This is an optimization exercise on Yosys and OpenROAD, whose aim is small area, not a production implementation. Only simulation tests tie the RTL to the original design; equivalence was not proved. Power figures rest on the tool's default switching activity, not on a simulated workload.

$ cat flow/constraint.sdc
create_clock -name core_clock -period 10.0 [get_ports {clk}]
set_input_delay 2.0000 -clock core_clock [delete_from_list [all_inputs] [get_ports {clk}]]
set_output_delay 2.0000 -clock core_clock [all_outputs]
set_load 0.01 [all_outputs]
$ cat flow/run.sh
#!/bin/bash
# synth_recipe.tcl (not shown) runs the flow's synth.tcl, then flattens the netlist and writes it again
# the make line also repeats each setting of config.mk as NAME=value (left out here)
make -C /OpenROAD-flow-scripts/flow DESIGN_CONFIG=/design/flow/config.mk WORK_HOME=/design/flow/orfs CLKGATE_MAP_FILE= SYNTH_SCRIPT=/design/flow/synth_recipe.tcl finish
$ cat flow/config.mk
export PLATFORM = sky130hd
export DESIGN_NAME = dsp_core
export DESIGN_NICKNAME = dsp_core
export VERILOG_FILES = /design/flow/design.v
export SDC_FILE = /design/flow/constraint.sdc
export NUM_CORES = 4
export LEC_CHECK = 0
export CAP_MARGIN = 20
export CORE_MARGIN = 2
export CORE_UTILIZATION = 40
export SLEW_MARGIN = 20
$ cat flow/design.v
package dsp_pkg;
	localparam int data_width = 16;
	localparam int n_blocks = 16;
	localparam int n_block_regs = 2;
	localparam int n_channels = 16;
	localparam int skid_depth = 2;
	localparam int skid_ptr_width = $clog2(skid_depth);
	typedef logic signed [data_width - 1 : 0] sample_t;
	typedef logic signed [2 * data_width - 1 : 0] product_t;
	typedef logic [$clog2(n_blocks) - 1 : 0] block_addr_t;
	typedef logic [$clog2(n_blocks) : 0] block_count_t;
	typedef logic [$clog2(n_channels) - 1 : 0] channel_addr_t;
	typedef logic [4 : 0] shift_t;
	typedef logic [31 : 0] instr_t;
	localparam channel_addr_t input_channel = 1;
	localparam channel_addr_t output_channel = 0;
	localparam product_t sample_max = 32'sd32767;
	localparam product_t sample_min = -32'sd32768;
	localparam int src_a_lsb = 0;
	localparam int src_b_lsb = 4;
	localparam int src_c_lsb = 8;
	localparam int dest_lsb = 12;
	localparam int shift_lsb = 16;
	localparam int src_b_reg_bit = 21;
	localparam int src_c_reg_bit = 22;
	localparam int saturate_disable_bit = 23;
	typedef struct packed {
		logic instr_write;
		logic reg_write;
		block_addr_t block_target;
		logic reg_target;
		instr_t instr_val;
		sample_t reg_val;
	} command_t;
	typedef struct packed {
		channel_addr_t dest;
		sample_t arg_a;
		sample_t arg_b;
		sample_t arg_c;
		shift_t shift;
		logic saturate_disable;
	} madd_op_t;
	typedef struct packed {
		channel_addr_t dest;
		sample_t value;
	} madd_result_t;
endpackage
`timescale 1ns/10ps
module block_sequencer (
	input logic clk,
	input logic reset,
	input logic tick,
	input dsp_pkg::command_t command,
	output dsp_pkg::madd_op_t op,
	output logic op_valid,
	input logic op_ready,
	output dsp_pkg::channel_addr_t rd_addr_a,
	output dsp_pkg::channel_addr_t rd_addr_b,
	output dsp_pkg::channel_addr_t rd_addr_c,
	input dsp_pkg::sample_t rd_val_a,
	input dsp_pkg::sample_t rd_val_b,
	input dsp_pkg::sample_t rd_val_c,
	input logic commit,
	input dsp_pkg::channel_addr_t commit_dest,
	output logic ready,
	output dsp_pkg::block_count_t n_blocks_running
);
	typedef enum logic {
		seq_idle,
		seq_issue
	} seq_state_t;
	seq_state_t state;
	dsp_pkg::instr_t instrs [dsp_pkg::n_blocks];
	dsp_pkg::instr_t instr_q;
	dsp_pkg::sample_t block_regs [dsp_pkg::n_blocks][dsp_pkg::n_block_regs];
	dsp_pkg::block_addr_t cur_block;
	dsp_pkg::block_addr_t fetch_addr;
	dsp_pkg::block_count_t write_count;
	dsp_pkg::channel_addr_t dest;
	logic [dsp_pkg::n_channels - 1 : 0] pending;
	logic b_reg;
	logic c_reg;
	logic hazard;
	logic fire;
	logic last;
	always_comb begin
		if (state == seq_idle)
			fetch_addr = '0;
		else if (fire)
			fetch_addr = cur_block + 1'b1;
		else
			fetch_addr = cur_block;
	end
	always_ff @(posedge clk) begin
		instr_q <= instrs[fetch_addr];
		if (command.instr_write) begin
			instrs[command.block_target] <= command.instr_val;
		end
	end
	assign write_count = dsp_pkg::block_count_t'(command.block_target) + 1'b1;
	always_ff @(posedge clk) begin
		if (reset) begin
			n_blocks_running <= '0;
			for (int b = 0; b < dsp_pkg::n_blocks; b++) begin
				for (int r = 0; r < dsp_pkg::n_block_regs; r++) begin
					block_regs[b][r] <= '0;
				end
			end
		end else begin
			if (command.reg_write) begin
				block_regs[command.block_target][command.reg_target] <= command.reg_val;
			end
			if (command.instr_write && write_count >= n_blocks_running) begin
				n_blocks_running <= write_count;
			end
		end
	end
	assign b_reg = instr_q[dsp_pkg::src_b_reg_bit];
	assign c_reg = instr_q[dsp_pkg::src_c_reg_bit];
	assign dest = dsp_pkg::channel_addr_t'(instr_q >> dsp_pkg::dest_lsb);
	assign rd_addr_a = dsp_pkg::channel_addr_t'(instr_q >> dsp_pkg::src_a_lsb);
	assign rd_addr_b = dsp_pkg::channel_addr_t'(instr_q >> dsp_pkg::src_b_lsb);
	assign rd_addr_c = dsp_pkg::channel_addr_t'(instr_q >> dsp_pkg::src_c_lsb);
	assign hazard = pending[rd_addr_a] | (!b_reg & pending[rd_addr_b])
		| (!c_reg & pending[rd_addr_c]) | pending[dest];
	assign op_valid = state == seq_issue && n_blocks_running != '0 && !hazard;
	assign fire = op_valid && op_ready;
	assign last = dsp_pkg::block_count_t'(cur_block) + 1'b1 == n_blocks_running;
	always_comb begin
		op.dest = dest;
		op.arg_a = rd_val_a;
		op.arg_b = b_reg ? block_regs[cur_block][0] : rd_val_b;
		op.arg_c = c_reg ? block_regs[cur_block][1] : rd_val_c;
		op.shift = dsp_pkg::shift_t'(instr_q >> dsp_pkg::shift_lsb);
		op.saturate_disable = instr_q[dsp_pkg::saturate_disable_bit];
	end
	always_ff @(posedge clk) begin
		if (reset) begin
			state <= seq_idle;
			cur_block <= '0;
		end else begin
			case (state)
				seq_idle: begin
					if (tick) begin
						state <= seq_issue;
						cur_block <= '0;
					end
				end
				seq_issue: begin
					if (n_blocks_running == '0 || (fire && last))
						state <= seq_idle;
					else if (fire)
						cur_block <= cur_block + 1'b1;
				end
				default: state <= seq_idle;
			endcase
		end
	end
	always_ff @(posedge clk) begin
		if (reset) begin
			pending <= '0;
		end else begin
			if (commit)
				pending[commit_dest] <= 1'b0;
			if (fire)
				pending[dest] <= 1'b1;
		end
	end
	assign ready = state == seq_idle && pending == '0;
endmodule
`timescale 1ns/10ps
module madd_unit (
	input logic clk,
	input logic reset,
	input dsp_pkg::madd_op_t op,
	input logic op_valid,
	output logic op_ready,
	output dsp_pkg::madd_result_t result,
	output logic res_valid,
	input logic res_ready
);
	logic s1_valid;
	dsp_pkg::product_t s1_product;
	dsp_pkg::sample_t s1_arg_c;
	dsp_pkg::channel_addr_t s1_dest;
	dsp_pkg::shift_t s1_shift;
	logic s1_sat_disable;
	dsp_pkg::product_t sum;
	dsp_pkg::sample_t clamped;
	assign op_ready = res_ready;
	always_ff @(posedge clk) begin
		if (reset)
			s1_valid <= 1'b0;
		else if (res_ready)
			s1_valid <= op_valid;
	end
	always_ff @(posedge clk) begin
		if (res_ready) begin
			s1_product <= dsp_pkg::product_t'(op.arg_a) * dsp_pkg::product_t'(op.arg_b);
			s1_arg_c <= op.arg_c;
			s1_dest <= op.dest;
			s1_shift <= op.shift;
			s1_sat_disable <= op.saturate_disable;
		end
	end
	always_comb begin
		sum = (s1_product >>> s1_shift) + dsp_pkg::product_t'(s1_arg_c);
		if (s1_sat_disable)
			clamped = dsp_pkg::sample_t'(sum);
		else if (sum > dsp_pkg::sample_max)
			clamped = dsp_pkg::sample_t'(dsp_pkg::sample_max);
		else if (sum < dsp_pkg::sample_min)
			clamped = dsp_pkg::sample_t'(dsp_pkg::sample_min);
		else
			clamped = dsp_pkg::sample_t'(sum);
	end
	always_ff @(posedge clk) begin
		if (reset)
			res_valid <= 1'b0;
		else if (res_ready)
			res_valid <= s1_valid;
	end
	always_ff @(posedge clk) begin
		if (res_ready) begin
			result.dest <= s1_dest;
			result.value <= clamped;
		end
	end
endmodule
`timescale 1ns/10ps
module commit_skid (
	input logic clk,
	input logic reset,
	input dsp_pkg::madd_result_t in_data,
	input logic in_valid,
	output logic in_ready,
	output dsp_pkg::madd_result_t out_data,
	output logic out_valid,
	input logic out_ready
);
	logic [$clog2(dsp_pkg::n_channels) + dsp_pkg::data_width - 1 : 0] entries [dsp_pkg::skid_depth];
	logic [dsp_pkg::skid_ptr_width - 1 : 0] wr_ptr;
	logic [dsp_pkg::skid_ptr_width - 1 : 0] rd_ptr;
	logic [dsp_pkg::skid_ptr_width : 0] count;
	logic push;
	logic pop;
	assign in_ready = count != dsp_pkg::skid_depth;
	assign out_valid = count != '0;
	assign out_data = entries[rd_ptr];
	assign push = in_valid && in_ready;
	assign pop = out_valid && out_ready;
	always_ff @(posedge clk) begin
		if (push)
			entries[wr_ptr] <= in_data;
	end
	always_ff @(posedge clk) begin
		if (reset) begin
			wr_ptr <= '0;
			rd_ptr <= '0;
			count <= '0;
		end else begin
			if (push)
				wr_ptr <= wr_ptr + 1'b1;
			if (pop)
				rd_ptr <= rd_ptr + 1'b1;
			case ({push, pop})
				2'b10: count <= count + 1'b1;
				2'b01: count <= count - 1'b1;
				default: count <= count;
			endcase
		end
	end
endmodule
`timescale 1ns/10ps
module channel_commit (
	input logic clk,
	input logic reset,
	input logic tick,
	input dsp_pkg::sample_t sample_in,
	input dsp_pkg::madd_result_t in_data,
	input logic in_valid,
	output logic in_ready,
	input dsp_pkg::channel_addr_t rd_addr_a,
	input dsp_pkg::channel_addr_t rd_addr_b,
	input dsp_pkg::channel_addr_t rd_addr_c,
	output dsp_pkg::sample_t rd_val_a,
	output dsp_pkg::sample_t rd_val_b,
	output dsp_pkg::sample_t rd_val_c,
	output logic commit,
	output dsp_pkg::channel_addr_t commit_dest,
	output dsp_pkg::sample_t sample_out,
	output logic [31 : 0] commits_accepted
);
	dsp_pkg::sample_t channels [dsp_pkg::n_channels];
	assign in_ready = !tick;
	assign commit = in_valid && in_ready;
	assign commit_dest = in_data.dest;
	assign rd_val_a = channels[rd_addr_a];
	assign rd_val_b = channels[rd_addr_b];
	assign rd_val_c = channels[rd_addr_c];
	always_ff @(posedge clk) begin
		if (reset) begin
			sample_out <= '0;
			commits_accepted <= '0;
			for (int i = 0; i < dsp_pkg::n_channels; i++) begin
				channels[i] <= '0;
			end
		end else begin
			if (tick) begin
				sample_out <= channels[dsp_pkg::output_channel];
				channels[dsp_pkg::input_channel] <= sample_in;
			end
			if (commit) begin
				channels[in_data.dest] <= in_data.value;
				commits_accepted <= commits_accepted + 1'b1;
			end
		end
	end
endmodule
`timescale 1ns/10ps
module dsp_core (
	input logic clk,
	input logic reset,
	input logic tick,
	input dsp_pkg::sample_t sample_in,
	input dsp_pkg::command_t command,
	output dsp_pkg::sample_t sample_out,
	output logic ready,
	output dsp_pkg::block_count_t n_blocks_running,
	output logic [31 : 0] commits_accepted
);
	dsp_pkg::madd_op_t op;
	logic op_valid;
	logic op_ready;
	dsp_pkg::madd_result_t result;
	logic res_valid;
	logic res_ready;
	dsp_pkg::madd_result_t skid_out;
	logic skid_valid;
	logic skid_ready;
	dsp_pkg::channel_addr_t rd_addr_a;
	dsp_pkg::channel_addr_t rd_addr_b;
	dsp_pkg::channel_addr_t rd_addr_c;
	dsp_pkg::sample_t rd_val_a;
	dsp_pkg::sample_t rd_val_b;
	dsp_pkg::sample_t rd_val_c;
	logic commit;
	dsp_pkg::channel_addr_t commit_dest;
	block_sequencer sequencer (
		.clk(clk),
		.reset(reset),
		.tick(tick),
		.command(command),
		.op(op),
		.op_valid(op_valid),
		.op_ready(op_ready),
		.rd_addr_a(rd_addr_a),
		.rd_addr_b(rd_addr_b),
		.rd_addr_c(rd_addr_c),
		.rd_val_a(rd_val_a),
		.rd_val_b(rd_val_b),
		.rd_val_c(rd_val_c),
		.commit(commit),
		.commit_dest(commit_dest),
		.ready(ready),
		.n_blocks_running(n_blocks_running)
	);
	madd_unit madd (
		.clk(clk),
		.reset(reset),
		.op(op),
		.op_valid(op_valid),
		.op_ready(op_ready),
		.result(result),
		.res_valid(res_valid),
		.res_ready(res_ready)
	);
	commit_skid skid (
		.clk(clk),
		.reset(reset),
		.in_data(result),
		.in_valid(res_valid),
		.in_ready(res_ready),
		.out_data(skid_out),
		.out_valid(skid_valid),
		.out_ready(skid_ready)
	);
	channel_commit channel_file (
		.clk(clk),
		.reset(reset),
		.tick(tick),
		.sample_in(sample_in),
		.in_data(skid_out),
		.in_valid(skid_valid),
		.in_ready(skid_ready),
		.rd_addr_a(rd_addr_a),
		.rd_addr_b(rd_addr_b),
		.rd_addr_c(rd_addr_c),
		.rd_val_a(rd_val_a),
		.rd_val_b(rd_val_b),
		.rd_val_c(rd_val_c),
		.commit(commit),
		.commit_dest(commit_dest),
		.sample_out(sample_out),
		.commits_accepted(commits_accepted)
	);
endmodule
==> summary.txt <==
Worst-Margin Slew: 1131 ps
Antenna violations before repair: 8
Arrival time worst endpoint: 9520 ps
Setup TNS: 0 ps
F_max: 110.8 MHz
Largest net degree at the start of global routing: 91
DR vias: 45530
Max Cap Viol: 0
Worst setup EP type: register
Global-route wire length before repair: 308.9 mm
Starting Density: 0.4034
Ys async rst share: 0
Dpl cells: 7811
Fillers: 16500
Required @ worst endpoint: 10500 ps
Row count: 158
R2R setup slack: 980 ps
# hold bufs at CTS: 0
Worst Setup Start Kind: register
Die width: 436.9 µm
Worst-path clk slew: 60 ps
Utilization after layout: 0.4528
Layout cells sized above 1: 0.1656
Nets@finish: 5956
Finished Cell Area: 84130 µm²
Drt via density: 5.635
Primary FF master, synth: edfxtp_1
Outcome: timing/DRC/antenna clean
Reg2reg path depth: 25
Setup-failing EPs final: 0
RSZ-0062 raised after global routing: false
Power per Cell Area: 305.9 nW/µm²
Yosys cell types: 72
Vias in the first global route: 45540
Synthesized area: 74970 µm²
Total Wirelength: 211.0 mm
Post-placement cell area: 79430 µm²
DR pass1 iterations: 5
Sequential share of the synthesized area: 0.5378
Final period util: 0.9023
Ys Warns: 4
Residual DRC count: 0
CTS max path bufs: 3
GP Congestion: 0.8740
CTS buffer count: 147
Slew HR: 0.2458
Synth-to-Final Area Change: 12.22%
Storage element area: 40360 µm²
Adder-cell share of the synthesized area: 0.09276
CTS tree: done
Simple-gate share of the synthesized area: 0.1092
Final HPWL DP: 137.9 mm
CP Capture Point: madd.s1_product[31]
I/O pin count: 128
H-tree depth: 4
Worst hold path class: register to register
Tmin final: 9023 ps
Max VDD drop: 0.8769 mV
Post-route ant nets: 0
Setup Skew: 71.11 ps
Multiplexer area fraction after synthesis: 0.1712
Die H: 436.9 µm
Clock sink count: 1379
Routed len/inst: 26.12 µm
Footprint of the multi-input gates: 32200 µm²
Leak: 30.12 nW
Syn Nets: 5877
Register bit total from synthesis: 1379
Synth Area per Inst: 13.87 µm²
Worst r2r src: sequencer.instr_q[4]
Critical path class: register to register
Total GRT Usage: 0.2198
Port-buffer cells: 119
Core area: 185800 µm²
Die Area: 190900 µm²
Met2 Resource Use GR: 0.3661
GRT overflow: 0
Cells after Synth: 5405
Largest family of logic cells by synthesized area: multiplexers
Crit path launch: sequencer.instr_q[4]
M3 GR Usage: 0.02967
Post-CTS setup buffers: 0
Root buffer cell: clkbuf_16
Final Hold Fails: 0
Final slew viol count: 0
Post-CTS sizing: 0
Most Used Layer, Global Route: met2
Drt initial violations: 4499
Hold_ws: 405.5 ps
Top fanout value on the critical path: 44
EDFF count, synth: 1270
FF-to-FF End: madd.s1_product[31]
Synth Area in XOR/XNOR: 0.01273
Compound-Gate Fraction of Synth Area: 0.04092
Clk Latency, worst-skew pair: 800 ps
Fin cells: 8081
Met1 Resource Use GR: 0.2965
==> per-stage QoR <==
step,total power [mW],setup WS (ps)
6_report,25.73,977.4
2_1_floorplan,16.89,1700
5_1_grt,27.54,532.2
4_1_cts,25.99,1000
3_3_place_gp,20.63,1069
3_5_place_dp,20.62,1089
==> synth_stat cells (23+ instances only) <==
library cell,instances,area share
a21o_1,27,0.0027
a21oi_1,108,0.0072
and2_1,531,0.044
buf_1,65,0.0033
buf_2,29,0.0019
clkbuf_1,265,0.013
dfxtp_1,109,0.029
edfxtp_1,1270,0.51
fa_1,263,0.070
ha_1,135,0.023
inv_1,325,0.016
mux2_2,43,0.0065
mux2i_1,296,0.040
mux4_2,417,0.13
nand2_1,223,0.011
nand2b_1,80,0.0067
nand3_1,36,0.0024
nor2_1,509,0.025
nor2b_1,58,0.0048
nor3_1,28,0.0019
o21ai_0,117,0.0078
o221ai_1,25,0.0029
o22a_1,23,0.0027
o32ai_1,47,0.0055
or2_2,46,0.0038
or3_1,31,0.0026
xnor2_1,62,0.0072
xor2_1,47,0.0055
==> worst min path at each step <==
stage | to | from | slack (ps) | cells after the start
2_1_floorplan | madd.s1_sat_disable | sequencer.instr_q[23] | 390 | 0
3_3_place_gp | madd.result[16] | madd.s1_dest[0] | 400 | 0
3_5_place_dp | madd.s1_shift[1] | sequencer.instr_q[17] | 390 | 0
4_1_cts | madd.s1_shift[1] | sequencer.instr_q[17] | 410 | 0
5_1_grt | madd.s1_shift[1] | sequencer.instr_q[17] | 420 | 0
6_report | madd.s1_shift[1] | sequencer.instr_q[17] | 410 | 0
==> flip-flops by register name, summed over array words and instances (netlist names), 2 cells and up, named ones only <==
signal and count:
sequencer.pending 16, skid.count 2, sequencer.n_blocks_running 5, channel_file.channels 256, sequencer.block_regs 512, madd.s1_arg_c 16
sequencer.cur_block 4, channel_file.commits_accepted 32, sequencer.instrs 384, madd.s1_shift 5, channel_file.sample_out 16, madd.s1_dest 4
sequencer.instr_q 24, madd.s1_product 32, skid.entries 40, madd.result 20
==> power breakdown <==
| part | total, mW | switching, mW | internal (mW) |
|---|---|---|---|
| clock network | 5.24 | 2.34 | 2.90 |
| logic | 13.0 | 7.45 | 5.52 |
| registers | 7.53 | 0.260 | 7.27 |
==> logic make-up after synthesis <==
family,count (synthesis)
AO/OA/AOI/OAI,465
multiplexers,756
XOR/XNOR,109
flip-flops,1379
adder cells (fa/ha/maj),398
buffers and inverters,692
AND/OR/NAND/NOR,1606
==> critical path, stage by stage (launching register included) <==
cell	delay, ps
dfxtp_4	690
buf_12	420
mux4_2	560
mux4_2	560
mux2i_1	390
inv_1	330
and2_1	240
fa_1	520
fa_1	440
fa_1	510
fa_1	450
fa_1	520
inv_1	60
fa_1	480
inv_1	50
ha_1	330
a21oi_1	200
o21ai_0	140
a21o_1	170
a21o_1	240
o31ai_1	390
nand2_1	90
o21ai_0	400
o21ai_0	170
a21oi_1	190
xnor2_1	100
==> layout make-up <==
type                            instances  share of cell area
Clock buffer                          195             0.04671
Tap cell                             2480             0.03688
Inverter                              329             0.01468
Multi-Input combinational cell       3334              0.3827
Sequential cell                      1379              0.4797
Clock inverter                         69            0.007867
Antenna cell                            2          0.00005949
Timing Repair Buffer                  293             0.03144
==> layer usage <==
layer	share of wire	wire length, µm	vias up
met5	0.000090	19	-
met4	0.033	6962	4
met3	0.068	14270	336
met2	0.49	103600	1738
met1	0.41	86220	23610
li1	-	-	19850
==> placed cells by master, fill, tap and decap left out, types with 16 or more instances in the layout <==
cell             instances
xor2_1                  47
a21oi_1                108
and2_1                 531
nor2_1                 496
and3_1                  22
mux4_2                 417
clkinv_2                16
buf_4                  164
or3_1                   31
nor3_1                  24
nor2b_1                 57
clkinv_1                33
nand2b_1                79
mux2_2                  43
edfxtp_1              1270
mux2i_1                289
ha_1                   135
nand2_1                221
inv_1                  325
clkdlybuf4s50_1        117
o21ai_0                112
o221ai_1                25
nand3_1                 36
o32ai_1                 47
or2_2                   46
a21o_1                  27
fa_1                   263
clkbuf_16              148
clkbuf_1                42
a211oi_1                18
dfxtp_1                 95
xnor2_1                 62
o22a_1                  23

==> separate check: timing with driven ports <==
In the flow no input, the clock included, has a driving cell. The finished layout below was timed again as built, in two steps.
Step 1 assumes that a clkbuf_16 drives the clock port and a buf_2 every other input.
Step 2 also shifts input and output timing later by t, the mid clock arrival at the registers, as if the neighbouring blocks saw the same clock.
Slacks: ideal ports / drivers / drivers and shift; pairs: ideal ports / drivers.
t, ns: 0.843
slack for setup (ns): 0.977 / 0.977 / 0.977
hold slack, ns: 0.406 / 0.406 / 0.406
After both steps this run still meets setup and hold. The setup slack of this run moves by 0.000 ns with the drivers and by 0.000 ns with both steps.
